Context: an optimization exercise on an open-source flow, tuned for small area, a short achievable clock period and few clock cycles per item. The choices shown serve that exercise and are no tape-out recipe. The RTL was checked by simulation tests, not by an equivalence proof against the original design. Power is estimated from default activity; no workload was simulated.

$ cat flow/config.mk
export PLATFORM = sky130hd
export DESIGN_NAME = ordered_list_insert_delete_search
export DESIGN_NICKNAME = ordered_list_insert_delete_search
export VERILOG_FILES = /design/flow/design.v
export SDC_FILE = /design/flow/constraint.sdc
export NUM_CORES = 4
export LEC_CHECK = 0
export CAP_MARGIN = 20
export CORE_MARGIN = 2
export CORE_UTILIZATION = 50
export CTS_BUF_LIST = sky130_fd_sc_hd__clkbuf_16
export CTS_CLUSTER_DIAMETER = 100
export CTS_CLUSTER_SIZE = 24
export SETUP_SLACK_MARGIN = 3.45
export SLEW_MARGIN = 20
$ cat flow/constraint.sdc
create_clock -name core_clock -period 6.0 [get_ports {clk_i}]
set_input_delay 1.2000 -clock core_clock [delete_from_list [all_inputs] [get_ports {clk_i}]]
set_output_delay 1.2000 -clock core_clock [all_outputs]
set_load 0.01 [all_outputs]
$ cat flow/design.v
package olist_pkg;
  localparam int unsigned CAPACITY = 32;
  localparam int unsigned IDX_W    = $clog2(CAPACITY);
  localparam int unsigned CNT_W    = $clog2(CAPACITY + 1);
  localparam int unsigned POS_W    = 6;
  localparam int unsigned VAL_W    = 32;
  localparam int unsigned OP_W     = 2;
  localparam int unsigned ST_W     = 2;
  localparam int unsigned S_DATA_W = ((POS_W + VAL_W + 7) / 8) * 8;
  localparam int unsigned M_DATA_W = ((5 + 6 + 7) / 8) * 8;
  localparam int unsigned RES_W = ST_W + CNT_W + IDX_W;
  localparam int unsigned QDEPTH = 4;
  localparam logic [OP_W-1:0] OP_INSERT = 2'd0;
  localparam logic [OP_W-1:0] OP_DELETE = 2'd1;
  localparam logic [OP_W-1:0] OP_LOCATE = 2'd2;
  localparam logic [ST_W-1:0] ST_OK           = 2'd0;
  localparam logic [ST_W-1:0] ST_FULL         = 2'd1;
  localparam logic [ST_W-1:0] ST_BAD_POSITION = 2'd2;
  localparam logic [ST_W-1:0] ST_NOT_FOUND    = 2'd3;
endpackage
module olist_ram (
  input  logic                                     clk_i,
  input  logic [olist_pkg::CAPACITY-1:0]           hold_i,
  input  logic [olist_pkg::CAPACITY-1:0]           up_i,
  input  logic [olist_pkg::CAPACITY-1:0]           ld_i,
  input  logic [olist_pkg::CAPACITY-1:0]           dn_i,
  input  logic [olist_pkg::VAL_W-1:0]              val_i,
  input  logic [olist_pkg::VAL_W-1:0]              key_n_i,    
  output logic [olist_pkg::CAPACITY-1:0]           eq_o
);
  localparam int unsigned N = olist_pkg::CAPACITY;
  localparam int unsigned W = olist_pkg::VAL_W;
  logic [W-1:0] mem_q [N];
  logic [W-1:0] mem_d [N];
  always_comb begin
    for (int i = 0; i < N; i++) begin
      logic [W-1:0] lo, hi;
      lo   = (i > 0)     ? mem_q[(i > 0) ? i - 1 : 0] : '0;
      hi   = (i < N - 1) ? mem_q[(i < N - 1) ? i + 1 : i] : '0;
      mem_d[i] = ({W{hold_i[i]}} & mem_q[i])
               | ({W{up_i[i]}}  & lo)
               | ({W{dn_i[i]}}  & hi)
               | ({W{ld_i[i]}}  & val_i);
      eq_o[i] = ((mem_q[i] ^ key_n_i) == '1);
    end
  end
  always_ff @(posedge clk_i) begin
    for (int i = 0; i < N; i++) begin
      mem_q[i] <= mem_d[i];
    end
  end
endmodule
module olist_seq (
  input  logic                          clk_i,
  input  logic                          rst_ni,
  input  logic                          push_i,
  input  logic [olist_pkg::RES_W-1:0]   res_i,
  output logic                          valid_o,
  input  logic                          ready_i,
  output logic [olist_pkg::RES_W-1:0]   res_o
);
  localparam int unsigned D = olist_pkg::QDEPTH;
  localparam int unsigned W = olist_pkg::RES_W;
  logic [W-1:0]           q_q [D];
  logic [$clog2(D+1)-1:0] cnt_q, cnt_d;
  logic                   valid_q;
  logic                   take;
  assign take = valid_q && ready_i;
  always_comb begin
    cnt_d = cnt_q;
    if (push_i && !take) cnt_d = cnt_q + 1'b1;
    if (!push_i && take) cnt_d = cnt_q - 1'b1;
  end
  always_ff @(posedge clk_i or negedge rst_ni) begin
    if (!rst_ni) begin
      cnt_q   <= '0;
      valid_q <= 1'b0;
    end else begin
      cnt_q   <= cnt_d;
      valid_q <= (cnt_d != '0);
    end
  end
  always_ff @(posedge clk_i) begin
    for (int i = 0; i < D; i++) begin
      if (take) begin
        if (i + 1 < D && cnt_q > ($clog2(D+1))'(i + 1)) q_q[i] <= q_q[(i + 1 < D) ? i + 1 : i];
        else q_q[i] <= res_i;
      end else if (cnt_q == ($clog2(D+1))'(i)) begin
        q_q[i] <= res_i;
      end
    end
  end
  assign valid_o = valid_q;
  assign res_o   = q_q[0];
endmodule
module ordered_list_insert_delete_search (
  input  logic                              clk_i,
  input  logic                              rst_ni,
  input  logic                              s_axis_tvalid,
  output logic                              s_axis_tready,
  input  logic [olist_pkg::S_DATA_W-1:0]    s_axis_tdata,
  input  logic [olist_pkg::OP_W-1:0]        s_axis_tuser,
  output logic                              m_axis_tvalid,
  input  logic                              m_axis_tready,
  output logic [olist_pkg::M_DATA_W-1:0]    m_axis_tdata,
  output logic [olist_pkg::ST_W-1:0]        m_axis_tuser
);
  localparam int unsigned N     = olist_pkg::CAPACITY;
  localparam int unsigned CNT_W = olist_pkg::CNT_W;
  localparam int unsigned IDX_W = olist_pkg::IDX_W;
  localparam int unsigned ST_W  = olist_pkg::ST_W;
  localparam int unsigned D     = olist_pkg::QDEPTH;
  logic                   ready_q;
  logic [$clog2(D+1)-1:0] out_q, out_d;
  logic                   accept;
  logic                   take;
  assign accept = s_axis_tvalid && ready_q;
  assign take   = m_axis_tvalid && m_axis_tready;
  always_comb begin
    out_d = out_q;
    if (accept && !take) out_d = out_q + 1'b1;
    if (!accept && take) out_d = out_q - 1'b1;
  end
  always_ff @(posedge clk_i or negedge rst_ni) begin
    if (!rst_ni) out_q <= '0;
    else         out_q <= out_d;
  end
  always_ff @(posedge clk_i) begin
    ready_q <= (out_d < ($clog2(D+1))'(D));
  end
  assign s_axis_tready = ready_q;
  logic                          a_ins, a_del, a_loc, a_v;
  logic [olist_pkg::VAL_W-1:0]   a_val;
  logic [olist_pkg::VAL_W-1:0]   a_key_n;   
  always_ff @(posedge clk_i or negedge rst_ni) begin
    if (!rst_ni) begin
      a_ins <= 1'b0;
      a_del <= 1'b0;
      a_loc <= 1'b0;
      a_v   <= 1'b0;
    end else begin
      a_ins <= accept && (s_axis_tuser == olist_pkg::OP_INSERT);
      a_del <= accept && (s_axis_tuser == olist_pkg::OP_DELETE);
      a_loc <= accept && (s_axis_tuser == olist_pkg::OP_LOCATE);
      a_v   <= accept;
    end
  end
  logic [N:1]                    a_ut, a_dt;
  logic [N:1]                    p_in;
  always_comb begin
    for (int j = 1; j <= N; j++) begin
      p_in[j] = (s_axis_tdata[olist_pkg::POS_W-1:0] != '0) &&
                (s_axis_tdata[olist_pkg::POS_W-1:0] <= olist_pkg::POS_W'(j));
    end
  end
  always_ff @(posedge clk_i) begin
    a_ut    <= p_in & {N{accept && (s_axis_tuser == olist_pkg::OP_INSERT)}};
    a_dt    <= p_in & {N{accept && (s_axis_tuser == olist_pkg::OP_DELETE)}};
    a_val   <= s_axis_tdata[olist_pkg::POS_W+olist_pkg::VAL_W-1:olist_pkg::POS_W];
    a_key_n <= ~s_axis_tdata[olist_pkg::POS_W+olist_pkg::VAL_W-1:olist_pkg::POS_W];
  end
  logic [CNT_W-1:0] n_q, n_d;
  logic [N-1:0]     nt_q, nt_d;      
  logic             full, is_ins, is_del, is_loc;
  logic             ins_ok, del_ok;
  logic [N:0]       ut, dt;          
  logic [N-1:0]     hold, up, ld, dn, eq;
  logic [N-1:0]     ins_sel, del_sel;   
  assign full   = nt_q[N-1];
  assign is_ins = a_ins;
  assign is_del = a_del;
  assign is_loc = a_loc;
  assign ut     = {a_ut, 1'b0};
  assign dt     = {a_dt, 1'b0};
  always_comb begin
    for (int i = 0; i < N; i++) begin
      ins_sel[i] = ut[i+1] && !ut[i];
      del_sel[i] = dt[i+1] && !dt[i];
      hold[i] = !((ut[i+1] && !full) || dt[i+1]);
      up[i]   = ut[i] && !full;
      ld[i]   = ins_sel[i] && !full;
      dn[i]   = dt[i+1];
    end
  end
  logic ins_in, del_in;
  always_comb begin
    ins_in = ins_sel[0];
    del_in = 1'b0;
    for (int i = 0; i < N; i++) begin
      if (i > 0) ins_in = ins_in || (ins_sel[i] && nt_q[(i > 0) ? i - 1 : 0]);
      del_in = del_in || (del_sel[i] && nt_q[i]);
    end
  end
  assign ins_ok = ins_in && !full;
  assign del_ok = del_in;
  always_comb begin
    n_d = n_q;
    if (ins_ok) n_d = n_q + 1'b1;
    if (del_ok) n_d = n_q - 1'b1;
  end
  always_comb begin
    nt_d = nt_q;
    if (ins_ok) nt_d = {nt_q[N-2:0], 1'b1};
    if (del_ok) nt_d = {1'b0, nt_q[N-1:1]};
  end
  always_ff @(posedge clk_i or negedge rst_ni) begin
    if (!rst_ni) begin
      n_q  <= '0;
      nt_q <= '0;
    end else begin
      n_q  <= n_d;
      nt_q <= nt_d;
    end
  end
  olist_ram u_ram (
    .clk_i (clk_i),
    .hold_i(hold),
    .up_i  (up),
    .ld_i  (ld),
    .dn_i  (dn),
    .val_i (a_val),
    .key_n_i(a_key_n),
    .eq_o  (eq)
  );
  logic             b_v;
  logic             b_loc;
  logic [ST_W-1:0]  b_st;
  logic [CNT_W-1:0] b_cnt;
  logic [N-1:0]     b_hit;
  always_ff @(posedge clk_i or negedge rst_ni) begin
    if (!rst_ni) b_v <= 1'b0;
    else         b_v <= a_v;
  end
  always_ff @(posedge clk_i) begin
    b_loc <= is_loc;
    b_cnt <= n_d;
    for (int i = 0; i < N; i++) begin
      b_hit[i] <= eq[i] && nt_q[i];
    end
    if (is_ins && full)                         b_st <= olist_pkg::ST_FULL;
    else if ((is_ins && !ins_ok) || (is_del && !del_ok)) b_st <= olist_pkg::ST_BAD_POSITION;
    else                                        b_st <= olist_pkg::ST_OK;
  end
  logic [IDX_W-1:0]     c_idx;
  logic                 c_found;
  logic [ST_W-1:0]      c_st;
  logic [olist_pkg::RES_W-1:0] c_res, q_res;
  always_comb begin
    c_idx   = '0;
    c_found = 1'b0;
    for (int i = N - 1; i >= 0; i--) begin
      if (b_hit[i]) begin
        c_idx   = IDX_W'(i);
        c_found = 1'b1;
      end
    end
    if (b_loc) c_st = c_found ? olist_pkg::ST_OK : olist_pkg::ST_NOT_FOUND;
    else       c_st = b_st;
    c_res = {c_st, b_cnt, b_loc ? c_idx : IDX_W'(0)};
  end
  olist_seq u_q (
    .clk_i   (clk_i),
    .rst_ni  (rst_ni),
    .push_i  (b_v),
    .res_i   (c_res),
    .valid_o (m_axis_tvalid),
    .ready_i (m_axis_tready),
    .res_o   (q_res)
  );
  assign m_axis_tuser = q_res[olist_pkg::RES_W-1 -: ST_W];
  assign m_axis_tdata = olist_pkg::M_DATA_W'({q_res[CNT_W+IDX_W-1:0]});
endmodule
$ cat flow/run.sh
#!/bin/bash
# synth_recipe.tcl (not shown) runs the flow's synth.tcl, then flattens the netlist and writes it again
# the make line also repeats each setting of config.mk as NAME=value (left out here)
make -C /OpenROAD-flow-scripts/flow DESIGN_CONFIG=/design/flow/config.mk WORK_HOME=/design/flow/orfs CLKGATE_MAP_FILE= SYNTH_SCRIPT=/design/flow/synth_recipe.tcl finish
==> impl_results.md, run 1 <==
* Status: finished clean
* Number of global-route vias before repair at 58.4k
* Layout Skew at 0.0305 ns
* Post-DRT Antenna Nets at 0
* EDFF count, synth at 52
* Hold Crit Class: flip-flop to flip-flop
* Most frequent cells in the layout: 2,121 x nand2_1, 1,109 x dfxtp_1, 884 x xor2_1, 535 x o21ai_0, 516 x a221o_1
* Count of TritonRoute iterations in the first routing pass at 15
* Nets at 7,376
* Fraction of layout instances using a drive strength above 1 at 8.19%
* Yosys top cell by area: dfxtp_1
* Inst Count DP at 8,933
* CTS hold repair buffers at 0
* Initial antenna violation count at 11
* Main area contributors after synthesis: dfxtp_1 37%, nand2_1 12%, xor2_1 12%
* Yosys cell types at 61
* Peak supply drop at 0.330 mV
* RePlAce Congestion at 0.974
* Die footprint at 133,000 um2
* Deepest clock path buffer count at 3
* Power Dens Cells at 461 nW/um2
* Synthesis-stage register bit count at 1,296
* Crit path max fanout at 5
* Register area share after synthesis at 41.0%
* GRT Total Usage at 43.1%
* Worst Setup Start Kind: flip-flop
* Die X at 365 um
* Area share of the largest cell type after synthesis at 36.7%
* Drt wl/cell at 33.0 um
* Worst-Skew Late Latency at 0.76 ns
* Critical path class: flip-flop to flip-flop
* Root buffer cell: clkbuf_16
* CP arrival at 3.19 ns
* Routing usage on met1 at 50.9%
* Rows at 132
* Area of the mapped netlist at 65,200 um2
* Area delta synth->final at 7.04%
* Commonest non-fill, non-tap cell in the layout: nand2_1
* Starting Density at 50.3%
* Tcrit/Tclk final at 44.9%
* Leakage at 28.5 nW
* Min Clock Period, post-route at 2.69 ns
* Die height at 365 um
* R2r setup slk at 3.31 ns
* CTS tree: done
* Max-cap violation count at 0
* I/O Buffers at 58
* Reg2reg path depth at 6
* CTS Buf Count at 60
* Met2 usage at 66.4%
* CP Capture Type: flip-flop
* Slew headroom at 24.6%
* Worst Hold Depth at 0
* Top_reg_cell synth: dfxtp_1
* CTS H-tree depth at 2
* IO Pins at 66
* Min-Delay Startpoint: a_v$_DFF_PN0_
* Clock-pin slew on the worst setup and hold paths at 0.10 ns
* Synthesized area per cell at 8.49 um2
* Fin cells at 9,086
* F_max at 371 MHz
* Gr busiest metal: met2
* TritonCTS Sinks at 1,296
* Measured slew at the worst slew-check pin at 1.13 ns
* CP required at 6.49 ns
* Ys Warns at 6
* Initial DRC Count at 11.5k
* Post-Route WL at 300,000 um
* RSZ-0062 raised after global routing: yes
* Setup Viol. Count Final at 0
* Slew Viols, Final at 0
* Placeable core area at 129,000 um2
* R2r endpoint: u_q.q_q[0][2]$_DFFE_PP_
* Hpwl dp at 200,000 um
* Share of flip-flops with an asynchronous set or reset at 3.86%
* Hold Path Sink: b_v$_DFF_PN0_
* Final Hold Fails at 0
* Reg2reg start: b_hit[21]$_DFF_P_
* Pin count of the biggest net entering global routing at 67
* Via-per-instance ratio at 6.95
* Gr ovfl total at 0
* Setup TNS at 0 ns
* Post-Syn Instances at 7,675
* DR DRC count at 0
* Met3 Track Usage GR at 9.64%
* First-pass GRT wire length at 420,000 um
* Via count at 63.2k
Yosys cell counts (50+ instances only):
library cell and n:
edfxtp_1 52, clkbuf_1 553, nand2_1 2133, xor2_1 884, a222oi_1 476, o21ai_0 536
a221o_1 516, xnor2_1 138, dfxtp_1 1194, nor2_1 122, dfrtp_1 50, inv_1 89
nor4_1 103, nand4_1 227, buf_2 155
report_power, final:
group	internal (mW)	switching (mW)	total (mW)
Clock	1.93	3.04	4.97
Sequential	12.0	6.22	18.2
Combinational	4.63	4.37	9.00
Total	18.6	13.6	32.2
cell type report:
| cell class | instances | area [um2] |
|---|---|---|
| sequential | 1296 | 26900 |
| antenna | 4 | 10.0 |
| inverter | 93 | 352 |
| multi-input combinational | 5553 | 35700 |
| clock buffer | 61 | 1530 |
| clock inverter | 23 | 153 |
| tap | 1742 | 2180 |
| timing repair buffer | 314 | 2890 |
| fill | 12300 | 59700 |
critical path, cell delays in order (launching register included):
cell and delay [ns]:
dfxtp_1 0.42, or4_1 0.71, a21oi_2 0.37, o21ai_1 0.17, nand2_1 0.17, a21oi_1 0.25, mux2_2 0.36
worst max-delay path by stage:
stage	endpoint	slack [ns]	start	cells after the start
global placement	a_dt[11]$_DFF_P_	2.32	s_axis_tdata[3]	7
finish	u_q.q_q[0][2]$_DFFE_PP_	3.31	b_hit[21]$_DFF_P_	6
CTS	u_ram.mem_q[24][10]$_DFF_P_	3.43	nt_q[31]$_DFFE_PN0P_	6
global route	u_q.q_q[1][2]$_DFFE_PP_	3.41	b_hit[21]$_DFF_P_	6
floorplan	a_ut[11]$_DFF_P_	3.35	s_axis_tdata[1]	8
detailed placement	a_dt[11]$_DFF_P_	2.28	s_axis_tdata[3]	7
logic make-up after synthesis:
kind of cell | count (synthesis) | synth area share, %
and+or+nand+nor | 2772 | 18.0
AOI/OAI and AO/OA | 1678 | 20.8
DFF | 1296 | 41.0
xor gates and xnor gates | 1022 | 13.7
buffers and inverters | 835 | 5.26
muxes | 59 | 0.962
adders and majority gates | 12 | 0.230
other | 1 | 0.00575
timing repair:
action,CTS,global route
cloned,5,0
resized for setup,193,80
endpoints found under the setup margin,849,446
setup buffers,25,35
pin swaps,10,3
through the flow:
step | total power [mW] | setup WS, ns | hold slack [ns] | cell area, um2 | utilization (%)
4_1_cts | 31.4 | 3.43 | 0.357 | 69100 | 53.4
6_report | 32.2 | 3.31 | 0.354 | 69700 | 53.9
5_1_grt | 33.3 | 3.41 | 0.369 | 69700 | 53.9
3_5_place_dp | 26.6 | 2.28 | 0.335 | 66700 | 51.5
2_1_floorplan | 22.0 | 3.35 | 0.324 | 65200 | -
3_3_place_gp | 26.4 | 2.32 | 0.328 | 66700 | 51.5
routing by layer:
layer / part of all wire (%) / vias up
met5: 0.011 / -
li1: - / 26900
met1: 35 / 30200
met4: 10 / 6
met2: 44 / 4674
met3: 11 / 1498
registers in the layout (all words and copies together) (netlist names), 2 cells and up:
register,flops
u_ram.mem_q,1024
u_q.q_q,52
b_cnt,6
u_q.cnt_q,3
a_val,32
a_key_n,32
b_st,2
a_dt,32
out_q,3
n_q,6
nt_q,32
b_hit,32
a_ut,32
Testbench counts, summed over its fixed seeds: cycles 4,824, items 4,800.
==> inputs of run 2 (changes only) <==
--- a/flow/config.mk
+++ b/flow/config.mk
@@ -11,5 +11,5 @@
 export CTS_BUF_LIST = sky130_fd_sc_hd__clkbuf_16
 export CTS_CLUSTER_DIAMETER = 100
 export CTS_CLUSTER_SIZE = 24
-export SETUP_SLACK_MARGIN = 3.45
+export SETUP_SLACK_MARGIN = 3.55
 export SLEW_MARGIN = 20
==> run 2 against run 1 <==
  * Utilization increased by 0.40 points
  * Global-route usage increased by 0.29 points
  * Wire length increased by 0.79%
  * Synthesized area unchanged
  * Largest power group unchanged
==> impl_results.md, run 2 <==
* Status: finished clean
* Sw Pwr at 13.7 mW (+0.50%)
* Share of flip-flops with an asynchronous set or reset at 3.86% (unchanged)
* Main combinational cell family by area after synthesis: compound AO/OA/AOI/OAI gates
* Die height at 365 um (unchanged)
* TritonCTS Sinks at 1,296 (unchanged)
* Synthesized area per cell at 8.49 um2 (unchanged)
* Area delta synth->final at 7.84%
* Largest registers: u_ram.mem_q x1024, u_q.q_q x52
* Fraction of layout instances using a drive strength above 1 at 8.88% (+0.69 points)
* Die X at 365 um (unchanged)
* Final Power at 32.2 mW (+0.15%)
* Net Sw Frac at 42.5% (+0.15 points)
* Die footprint at 133,000 um2 (unchanged)
* Ys Warns at 6 (unchanged)
* Post-synthesis simple-gate area fraction at 18.0% (unchanged)
* CP arrival at 3.21 ns (+0.02 ns)
* Min Clock Period, post-route at 2.72 ns (+0.0259 ns)
* DR DRC count at 0 (unchanged)
* Post-Route WL at 302,000 um (+0.79%)
* CP required at 6.49 ns (about the same)
* Multiplexer share of the synthesized area at 0.962% (unchanged)
* Setup Viol. Count Final at 0 (unchanged)
* RSZ-0062 raised after global routing: yes
* Pint at 18.5 mW (about the same)
* I/O Buffers at 58 (unchanged)
* Final worst setup slack at 3.28 ns (-0.0259 ns)
* Number of global-route vias before repair at 58.7k (+0.47%)
* Xor/xnor share of the synthesized area at 13.7% (unchanged)
* Yosys cell types at 61 (unchanged)
* F_max at 368 MHz (-0.95%)
* Critical path class: flip-flop to flip-flop
* Gr ovfl total at 0 (unchanged)
* Synth Area in Adders at 0.230% (unchanged)
* Crit path max fanout at 5 (unchanged)
* Area share of the largest cell type after synthesis at 36.7% (unchanged)
* Drt wl/cell at 33.1 um (+0.41%)
* Placeable core area at 129,000 um2 (unchanged)
* Deepest clock path buffer count at 3 (unchanged)
* Yosys top cell by area: dfxtp_1
* Worst-Skew Late Latency at 0.78 ns (+0.02 ns)
* Nets at 7,413 (+0.50%)
* Slew Viols, Final at 0 (unchanged)
* CP Capture Type: flip-flop
* Main area contributors after synthesis: dfxtp_1 37%, nand2_1 12%, xor2_1 12%
* Layout Skew at 0.0586 ns (+0.0281 ns)
* Top_reg_cell synth: dfxtp_1
* Via count at 63.5k (+0.44%)
* CTS H-tree depth at 2 (unchanged)
* Largest register FFs at 1,024 (unchanged)
* RePlAce Congestion at 0.985 (+1.1%)
* Largest Register: u_ram.mem_q
* Reg power frac at 56.2% (-0.4 points)
* Starting Density at 50.3% (unchanged)
* Inst Count DP at 8,935 (+0.022%)
* Final Hold Fails at 0 (unchanged)
* CTS tree: done
* Post-Syn Instances at 7,675 (unchanged)
* IO Pins at 66 (unchanged)
* Via-per-instance ratio at 6.96 (about the same)
* CTS Buf Count at 61 (+1.7%)
* Clock-pin slew on the worst setup and hold paths at 0.11 ns (about the same)
* Leakage at 28.8 nW (+0.84%)
* Most frequent cells in the layout: 2,123 x nand2_1, 1,112 x dfxtp_1, 882 x xor2_1, 532 x o21ai_0, 516 x a221o_1
* Synthesis-stage register bit count at 1,296 (unchanged)
* Hpwl dp at 198,000 um (-0.99%)
* Setup TNS at 0 ns (unchanged)
* Fin cells at 9,120 (+0.37%)
* R2r setup slk at 3.28 ns (-0.03 ns)
* GRT Total Usage at 43.4% (+0.29 points)
* First-pass GRT wire length at 424,000 um (+0.90%)
* Initial antenna violation count at 8 (-3)
* Tcrit/Tclk final at 45.3% (+0.43 points)
* Register area share after synthesis at 41.0% (unchanged)
* Clock network fraction of design power at 15.4% (about the same)
* Power Dens Cells at 459 nW/um2 (-0.59%)
* Post-synthesis compound-gate area fraction at 20.8% (unchanged)
* Initial DRC Count at 11.5k (-0.017%)
* Measured slew at the worst slew-check pin at 1.13 ns (-0.000551 ns)
* Rows at 132 (unchanged)
* Pin count of the biggest net entering global routing at 67 (unchanged)
* Slew headroom at 24.6% (-0.044 points)
* Peak supply drop at 0.319 mV (-3.3%)
* Post-DRT Antenna Nets at 0 (unchanged)
* Worst Setup Start Kind: flip-flop
* Comb power frac at 28.4% (+0.4 points)
* Final hold slack at 0.364 ns (+0.0100 ns)
* Area of the mapped netlist at 65,200 um2 (unchanged)
* Root buffer cell: clkbuf_16
* EDFF count, synth at 52 (unchanged)
* Hold Crit Class: flip-flop to flip-flop
* Count leader, synth: nand2_1
* Dpl ws at 2.29 ns (+0.00496 ns)
* Top cells by count, synth: 2,133 x nand2_1, 1,194 x dfxtp_1, 884 x xor2_1
* Commonest non-fill, non-tap cell in the layout: nand2_1
* Count of TritonRoute iterations in the first routing pass at 14 (-1)
* Max-cap violation count at 0 (unchanged)
[run 2: cell counts after synthesis]
Identical to the previous run, type by type.
[run 2: area by class of cell]
cell class                      instances  area [um2]
Fill cell                           12200       59200
Multi-Input combinational cell       5553       35800
Sequential cell                      1296       26900
Timing Repair Buffer                  350        3360
Tap cell                             1742        2180
Clock buffer                           62        1550
Inverter                               93         357
Clock inverter                         21         124
Antenna cell                            3        7.51
[run 2: per-stage QoR]
step / util [%] / instance area, um2
finish: 54.3 / 70300
global route: 54.3 / 70300
CTS: 53.7 / 69500
detailed placement: 51.6 / 66800
global placement: 51.6 / 66800
floorplan: - / 65200
[run 2: logic make-up (layout without fill, tap and decap cells)]
| family | Yosys count | after routing |
|---|---|---|
| and+or+nand+nor | 2772 | 2777 |
| xor gates and xnor gates | 1022 | 1022 |
| muxes | 59 | 59 |
| buffers and inverters | 835 | 526 |
| adders and majority gates | 12 | 12 |
| AOI/OAI and AO/OA | 1678 | 1678 |
| DFF | 1296 | 1296 |
| other | 1 | 8 |
[run 2: repair_timing]
item / CTS / global route
buffers inserted: 52 / 40
hold buffers: 0 / 0
pin swaps: 9 / 4
endpoints found under the setup margin: 818 / 546
gates cloned: 4 / 3
hold endpoints to repair: 0 / 0
gates resized for setup: 210 / 79
[run 2: path summary, 6_finish.rpt]
kind	from	end	cells past startpoint
worst min-delay path	a_loc$_DFF_PN0_	b_loc$_DFF_P_	0
worst max-delay path	b_hit[21]$_DFF_P_	u_q.q_q[1][2]$_DFFE_PP_	6
worst max register to register	b_hit[21]$_DFF_P_	u_q.q_q[1][2]$_DFFE_PP_	6
worst min register to register	a_loc$_DFF_PN0_	b_loc$_DFF_P_	0
min in group asynchronous	rst_ni	nt_q[14]$_DFFE_PN0P_	2
max in group asynchronous	rst_ni	nt_q[31]$_DFFE_PN0P_	2
[run 2: critical path: stages, from the launching register on]
cell and delay [ns]:
dfxtp_1 0.49, or4_4 0.63, a21oi_2 0.33, o21ai_1 0.19
nand2_1 0.15, a21oi_1 0.26, mux2_2 0.36
[run 2: per-layer routing]
layer	wire length, um	track usage [%]
met1	107000	51.8
met3	33400	9.65
met5	25	0
met4	30300	36.0
met2	131000	67.0
[run 2: power by group through the flow]
stage	logic [mW]	clock network [mW]	registers [mW]
after floorplan	6.98	0	15.0
after detailed placement	8.71	0	17.9
final	9.16	4.96	18.1
after global routing	10.1	5.26	18.0
after CTS	8.85	4.97	17.6
after global placement	8.49	0	17.9

==> port drivers added, routing unchanged <==
Ports are ideal in the flow. The routed layouts listed here were re-timed in OpenROAD. Step 1 sets driving cells, clkbuf_16 on the clock port and buf_2 on the other inputs (assumed; they add their load-dependent delay and slew). Step 2 adds t to the input delays and takes it off the output delays; t is the mean of the earliest and latest rising clock arrival at the registers after step 1. Input paths then give back, and output paths get back, about the clock's delay inside the block. a / b / c = no drivers / after step 1 / after step 2; a / b = the first two.
run | shift t [ns] | setup WS [ns] | worst data-port slew with drivers (ns)
run 1 | 0.825 | 3.306 / 3.306 / 2.838 | 0.11
run 2 | 0.835 | 3.280 / 3.280 / 2.844 | 0.09
After both steps every run listed still meets setup and hold. For run 1, which loses most, drivers alone change the setup slack by 0.000 ns; drivers and shift together by -0.468 ns.
